From an optimization exercise on the open Yosys and OpenROAD flow, aimed at small area and a short achievable clock period; shortcuts taken in it are not production practice.
RTL that was checked went through simulation tests only; none was proved equivalent to the original.
No activity file was given, so power comes from the tool's default toggle rates.

==> flow/design.v (excerpt) <==
module arp_cache #(
  parameter int DEPTH     = 16,
  parameter int AGE_W     = 8,
  parameter int AGE_LIMIT = 200,
  parameter int TICK_DIV  = 16
) (
  input  logic                     i_clk,
  input  logic                     i_rst,
  input  logic                     i_upd_valid,
  input  logic [31:0]              i_upd_ip,
  input  logic [47:0]              i_upd_mac,
  input  logic                     i_seek_valid,
  input  logic [31:0]              i_seek_ip,
  input  logic                     i_flush,
  output logic                     o_seek_valid,
  output logic                     o_seek_hit,
  output logic [47:0]              o_seek_mac,
  output logic [$clog2(DEPTH):0]   o_count
);
Settings: LEC_CHECK=0, CAP_MARGIN=20, CORE_MARGIN=2, CORE_UTILIZATION=40, CTS_BUF_LIST=sky130_fd_sc_hd__clkbuf_4 sky130_fd_sc_hd__clkbuf_8, CTS_CLUSTER_SIZE=30, SETUP_SLACK_MARGIN=3.0, SLEW_MARGIN=20; clock period 6.0 ns.
run.sh (not shown) runs the stock make flow with config.mk's settings and CLKGATE_MAP_FILE= SYNTH_SCRIPT=/design/flow/synth_recipe.tcl, a recipe that flattens the netlist after the stock synthesis.
The starting point finished with timing, DRC and antenna clean.
Rerun with:
==> flow/flow/run.sh (new file) <==
#!/bin/bash
# Standard synthesis and layout; the only change from the standard flow's own layout is that the port
# buffers are sky130_fd_sc_hd__buf_4 instead of the cell buffer_ports picks by default.
set -euo pipefail
bash standard.sh synth > synth.log 2>&1
bash standard.sh "BUFFER_PORTS_ARGS=-buffer_cell sky130_fd_sc_hd__buf_4" finish > layout.log 2>&1
==> flow/standard.sh (new file) <==
#!/bin/bash
# synth_recipe.tcl (not shown) runs the flow's synth.tcl, then flattens the netlist and writes it again
# the make line also repeats each setting of config.mk as NAME=value (left out here)
make -C /OpenROAD-flow-scripts/flow DESIGN_CONFIG=/design/flow/config.mk WORK_HOME=/design/flow/orfs CLKGATE_MAP_FILE= SYNTH_SCRIPT=/design/flow/synth_recipe.tcl "${@:-finish}"
removed: flow/run.sh
Sequential share of layout area is higher by 1.6 points.
Sequential power stays flat.
Sequential cell count does not change.
Clock skew is higher by 0.019 ns.

---

arp_cache, a different RTL version from the one above (not shown whole).
Size: roughly 67000 µm² of cells after synthesis.
==> flow/config.mk <==
export PLATFORM = sky130hd
export DESIGN_NAME = arp_cache
export DESIGN_NICKNAME = arp_cache
export VERILOG_FILES = /design/flow/design.v
export SDC_FILE = /design/flow/constraint.sdc
export NUM_CORES = 4
export LEC_CHECK = 0
export CAP_MARGIN = 20
export CORE_MARGIN = 2
export CORE_UTILIZATION = 40
export SETUP_SLACK_MARGIN = 2.0
export SLEW_MARGIN = 20
==> flow/constraint.sdc <==
create_clock -name core_clock -period 6.0 [get_ports {i_clk}]
set_input_delay 1.2000 -clock core_clock [delete_from_list [all_inputs] [get_ports {i_clk}]]
set_output_delay 1.2000 -clock core_clock [all_outputs]
set_load 0.01 [all_outputs]
Stock flow here: none of the scripts above is used.
Change:
--- a/flow/config.mk
+++ b/flow/config.mk
@@ -9,4 +9,4 @@
 export CORE_MARGIN = 2
 export CORE_UTILIZATION = 40
-export SETUP_SLACK_MARGIN = 2.0
+export SETUP_SLACK_MARGIN = 3.0
 export SLEW_MARGIN = 20
After rerunning: Global-route usage rose by 2.3 points. Design area rises by 6.4%. Die area stays the same. Clock skew climbs by 0.012 ns. Routed wire length increases by 10%. Sequential share of layout area decreases by 3.6 points. Area after synthesis does not change. Worst setup slack gains 0.42 ns.
No functional check of the RTL was part of any run of this note.

---

oak:
The RTL this note starts from:
==> flow/design.v <==
module arp_cache #(
  parameter int DEPTH     = 16,
  parameter int AGE_W     = 8,
  parameter int AGE_LIMIT = 200,
  parameter int TICK_DIV  = 16
) (
  input  logic                     i_clk,
  input  logic                     i_rst,
  input  logic                     i_upd_valid,
  input  logic [31:0]              i_upd_ip,
  input  logic [47:0]              i_upd_mac,
  input  logic                     i_seek_valid,
  input  logic [31:0]              i_seek_ip,
  input  logic                     i_flush,
  output logic                     o_seek_valid,
  output logic                     o_seek_hit,
  output logic [47:0]              o_seek_mac,
  output logic [$clog2(DEPTH):0]   o_count
);
  localparam int IDX_W = $clog2(DEPTH);
  localparam int TCK_W = $clog2(TICK_DIV);
  logic flush;
  assign flush = i_flush;
  logic [31:0]      tbl_ip  [DEPTH];
  logic [47:0]      tbl_mac [DEPTH];
  logic [AGE_W-1:0] tbl_exp [DEPTH];
  logic [DEPTH-1:0] tbl_valid;
  logic             s1_valid, s1_byp;
  logic [DEPTH-1:0] s1_m, last_wsel;
  logic [31:0]      s1_ip;
  logic [47:0]      s1_mac;
  logic [TCK_W-1:0] tick_cnt;
  logic [AGE_W-1:0] gtick;
  logic [IDX_W-1:0] victim;
  logic [2:0]       grp_cnt [4];
  logic             tick, upd_acc, bypass, s1_hit, any_free, adv, seek_hit_c;
  logic [AGE_W-1:0] exp_new;
  logic [DEPTH-1:0] wsel, expire, keep, upd_m, seek_m, vnext, free_oh, vict_oh;
  logic [2:0]       keep_cnt [4];
  logic [3:0]       grp_add;
  logic [47:0]      seek_mac_c;
  logic [47:0]      seek_mac_n;   
  logic [IDX_W:0]   cnt_c;
  assign tick    = &tick_cnt;
  assign upd_acc = i_upd_valid && (i_upd_ip != 32'd0) && !flush;
  assign bypass  = s1_valid && (s1_ip == i_upd_ip);
  assign exp_new = gtick + AGE_W'(AGE_LIMIT - 1) + AGE_W'(tick);
  always_comb begin
    s1_hit   = s1_byp | (|s1_m);
    any_free = ~&tbl_valid;
    for (int i = 0; i < DEPTH; i++) begin
      free_oh[i] = ~tbl_valid[i];
      for (int j = 0; j < i; j++) free_oh[i] = free_oh[i] & tbl_valid[j];
      vict_oh[i] = (victim == IDX_W'(i));
      wsel[i]    = s1_valid & (s1_m[i] | (s1_byp & last_wsel[i])
                              | (~s1_hit & (any_free ? free_oh[i] : vict_oh[i])));
    end
    adv = s1_valid & ~s1_hit & ~any_free;
  end
  always_comb begin
    for (int i = 0; i < DEPTH; i++) begin
      expire[i] = tick & tbl_valid[i] & (tbl_exp[i] == gtick);
      upd_m[i]  = tbl_valid[i] & (tbl_ip[i] == i_upd_ip);
      seek_m[i] = tbl_valid[i] & (tbl_ip[i] == i_seek_ip);
      keep[i]   = tbl_valid[i] & ~expire[i];
      vnext[i]  = wsel[i] | keep[i];
    end
  end
  always_comb begin
    seek_hit_c = |seek_m;
    seek_mac_c = '0;
    for (int i = 0; i < DEPTH; i++)
      seek_mac_c = seek_mac_c | ({48{seek_m[i]}} & tbl_mac[i]);
  end
  always_comb begin
    for (int g = 0; g < 4; g++) begin
      keep_cnt[g] = 3'(keep[4*g]) + 3'(keep[4*g+1]) + 3'(keep[4*g+2]) + 3'(keep[4*g+3]);
      grp_add[g]  = |(wsel[4*g +: 4] & ~keep[4*g +: 4]);
    end
  end
  always_comb begin
    cnt_c = '0;
    for (int g = 0; g < 4; g++) cnt_c = cnt_c + (IDX_W + 1)'(grp_cnt[g]);
  end
  always_ff @(posedge i_clk or posedge i_rst) begin
    if (i_rst) s1_valid <= 1'b0;
    else       s1_valid <= upd_acc;
  end
  always_ff @(posedge i_clk) begin
    s1_byp    <= bypass;
    s1_m      <= upd_m;
    last_wsel <= wsel;
    s1_ip  <= i_upd_ip;
    s1_mac <= i_upd_mac;
  end
  for (genvar i = 0; i < DEPTH; i++) begin : g_ent
    always_ff @(posedge i_clk) begin
      if (wsel[i]) begin
        tbl_ip[i]  <= s1_ip;
        tbl_mac[i] <= s1_mac;
        tbl_exp[i] <= exp_new;
      end
    end
  end
  always_ff @(posedge i_clk or posedge i_rst) begin
    if (i_rst) begin
      tbl_valid <= '0;
      for (int g = 0; g < 4; g++) grp_cnt[g] <= '0;
    end else if (flush) begin
      tbl_valid <= '0;
      for (int g = 0; g < 4; g++) grp_cnt[g] <= '0;
    end else begin
      tbl_valid <= vnext;
      for (int g = 0; g < 4; g++)
        grp_cnt[g] <= grp_add[g] ? keep_cnt[g] + 3'd1 : keep_cnt[g];
    end
  end
  always_ff @(posedge i_clk or posedge i_rst) begin
    if (i_rst) begin
      victim       <= '0;
      tick_cnt     <= '0;
      gtick        <= '0;
      o_seek_valid <= 1'b0;
      o_seek_hit   <= 1'b0;
      seek_mac_n   <= '0;
      o_count      <= '0;
    end else begin
      if (flush)
        victim <= '0;
      else if (adv)
        victim <= victim + IDX_W'(1);
      tick_cnt     <= tick_cnt + TCK_W'(1);
      if (tick) gtick <= gtick + AGE_W'(1);
      o_seek_valid <= i_seek_valid;
      o_seek_hit   <= i_seek_valid && seek_hit_c;
      seek_mac_n   <= (i_seek_valid && seek_hit_c) ? ~seek_mac_c : '0;
      o_count      <= cnt_c;
    end
  end
  assign o_seek_mac = ~seek_mac_n;
endmodule
clock: 6.0 ns
lec_check: 0
cap_margin: 20
core_margin: 2
core_utilization: 60
cts_buf_list: sky130_fd_sc_hd__clkbuf_8 sky130_fd_sc_hd__clkbuf_16
cts_cluster_diameter: 80
cts_cluster_size: 20
setup_slack_margin: 3.0
slew_margin: 20
Modified inputs, pine compared to oak
Settings: changing CTS_CLUSTER_SIZE from 20 to 30; removing CTS_CLUSTER_DIAMETER (formerly 80); changing CTS_BUF_LIST from sky130_fd_sc_hd__clkbuf_8 sky130_fd_sc_hd__clkbuf_16 to sky130_fd_sc_hd__clkbuf_4 sky130_fd_sc_hd__clkbuf_8.
### Flow results
As far as post-detailed-route DRC marker count goes, oak and pine are indistinguishable; the numbers are identical.
Between oak and pine, the difference in initial standard-cell utilization of the core is negligible.
Against oak, finished layout cell area in pine came out worse.
No run of this note included a check of the RTL's function; only the layout flow was run.

---

arp_cache, a different RTL version from the one above (not shown whole).
For scale: about 4,300 cells after synthesis, about 1,600 flip-flops, roughly 0.067 mm² of cells after synthesis.
// arp_cache
module arp_cache #(
  parameter int DEPTH     = 16,
  parameter int AGE_W     = 8,
  parameter int AGE_LIMIT = 200,
  parameter int TICK_DIV  = 16
) (
  input  logic                     i_clk,
  input  logic                     i_rst,
  input  logic                     i_upd_valid,
  input  logic [31:0]              i_upd_ip,
  input  logic [47:0]              i_upd_mac,
  input  logic                     i_seek_valid,
  input  logic [31:0]              i_seek_ip,
  input  logic                     i_flush,
  output logic                     o_seek_valid,
  output logic                     o_seek_hit,
  output logic [47:0]              o_seek_mac,
  output logic [$clog2(DEPTH):0]   o_count
);
  localparam int IDX_W = $clog2(DEPTH);
  localparam int TCK_W = $clog2(TICK_DIV);
  logic flush;
  assign flush = i_flush;
  logic [31:0]      tbl_ip  [DEPTH];
  logic [47:0]      tbl_mac [DEPTH];
  logic [AGE_W-1:0] tbl_exp [DEPTH];
  logic [DEPTH-1:0] tbl_valid;
  logic             s1_valid, s1_adv;
  logic [DEPTH-1:0] s1_sel;
  logic [31:0]      s1_ip;
  logic [47:0]      s1_mac;
  ...
Settings: LEC_CHECK=0, CAP_MARGIN=20, CORE_MARGIN=2, CORE_UTILIZATION=40, SETUP_SLACK_MARGIN=3.5, SLEW_MARGIN=20; clock period 6.0 ns.
The first run passed the timing, DRC and antenna checks.
Change:
- SETUP_SLACK_MARGIN: 3.5 -> 3.0
The new run completed with no timing, DRC or antenna violations.
Non-clock buffer count went down by 232.
Final area went down by a few percent.
Combinational power went down by about a fifth.
Routed wire length went down by a few percent.
Sequential share of layout area went up by 3.7 points.
Total power went up slightly.
Setup slack degrades by 0.092 ns.
Hold slack degrades by 0.027 ns.
Clock-buffer cell count went down by 5.
Critical path depth went down by 1.
No run of this note included a check of the RTL's function; only the layout flow was run.

separate check: timing with driven ports:
Ports are ideal in the flow. The routed layouts listed here were re-timed in OpenROAD.
Step 1: set_driving_cell puts a clkbuf_16 on i_clk and a buf_2 on each other input, an assumption about the parent block.
Step 2 adds t to the input delays and takes it off the output delays; t is the mean of the earliest and latest rising clock arrival at the registers after step 1. Input paths then give back, and output paths get back, about the clock's delay inside the block.
Three values: ideal ports, drivers, drivers and shift; two values: the first two.
run	shift t [ns]	setup WS [ns]	hold WS [ns]	clock arrival spread, ns	pins driven straight from the clock port
the first run of note 1	1.110	2.796 / 2.849 / 1.739	0.470 / 0.439 / 0.470	0.117 / 0.118	1
the second run of note 1	1.135	2.807 / 2.858 / 1.723	0.215 / 0.160 / 0.469	0.137 / 0.138	1
the first run of note 2	0.886	1.971 / 1.991 / 1.105	0.450 / 0.450 / 0.450	0.046 / 0.046	1
the second run of note 2	0.867	2.389 / 2.389 / 1.992	0.456 / 0.456 / 0.456	0.061 / 0.061	1
oak	0.785	2.804 / 2.840 / 2.063	0.503 / 0.503 / 0.503	0.047 / 0.048	1
pine	1.063	2.711 / 2.750 / 1.687	0.496 / 0.496 / 0.496	0.101 / 0.100	1
the first run of note 4	0.883	2.234 / 2.234 / 2.200	0.479 / 0.479 / 0.479	0.079 / 0.079	1
the second run of note 4	0.887	2.143 / 2.143 / 1.403	0.453 / 0.453 / 0.453	0.100 / 0.100	1
After both steps setup and hold are still met in every run listed. The setup slack of the second run of note 1, which loses most, moves by +0.051 ns with the drivers and by -1.084 ns with both steps.
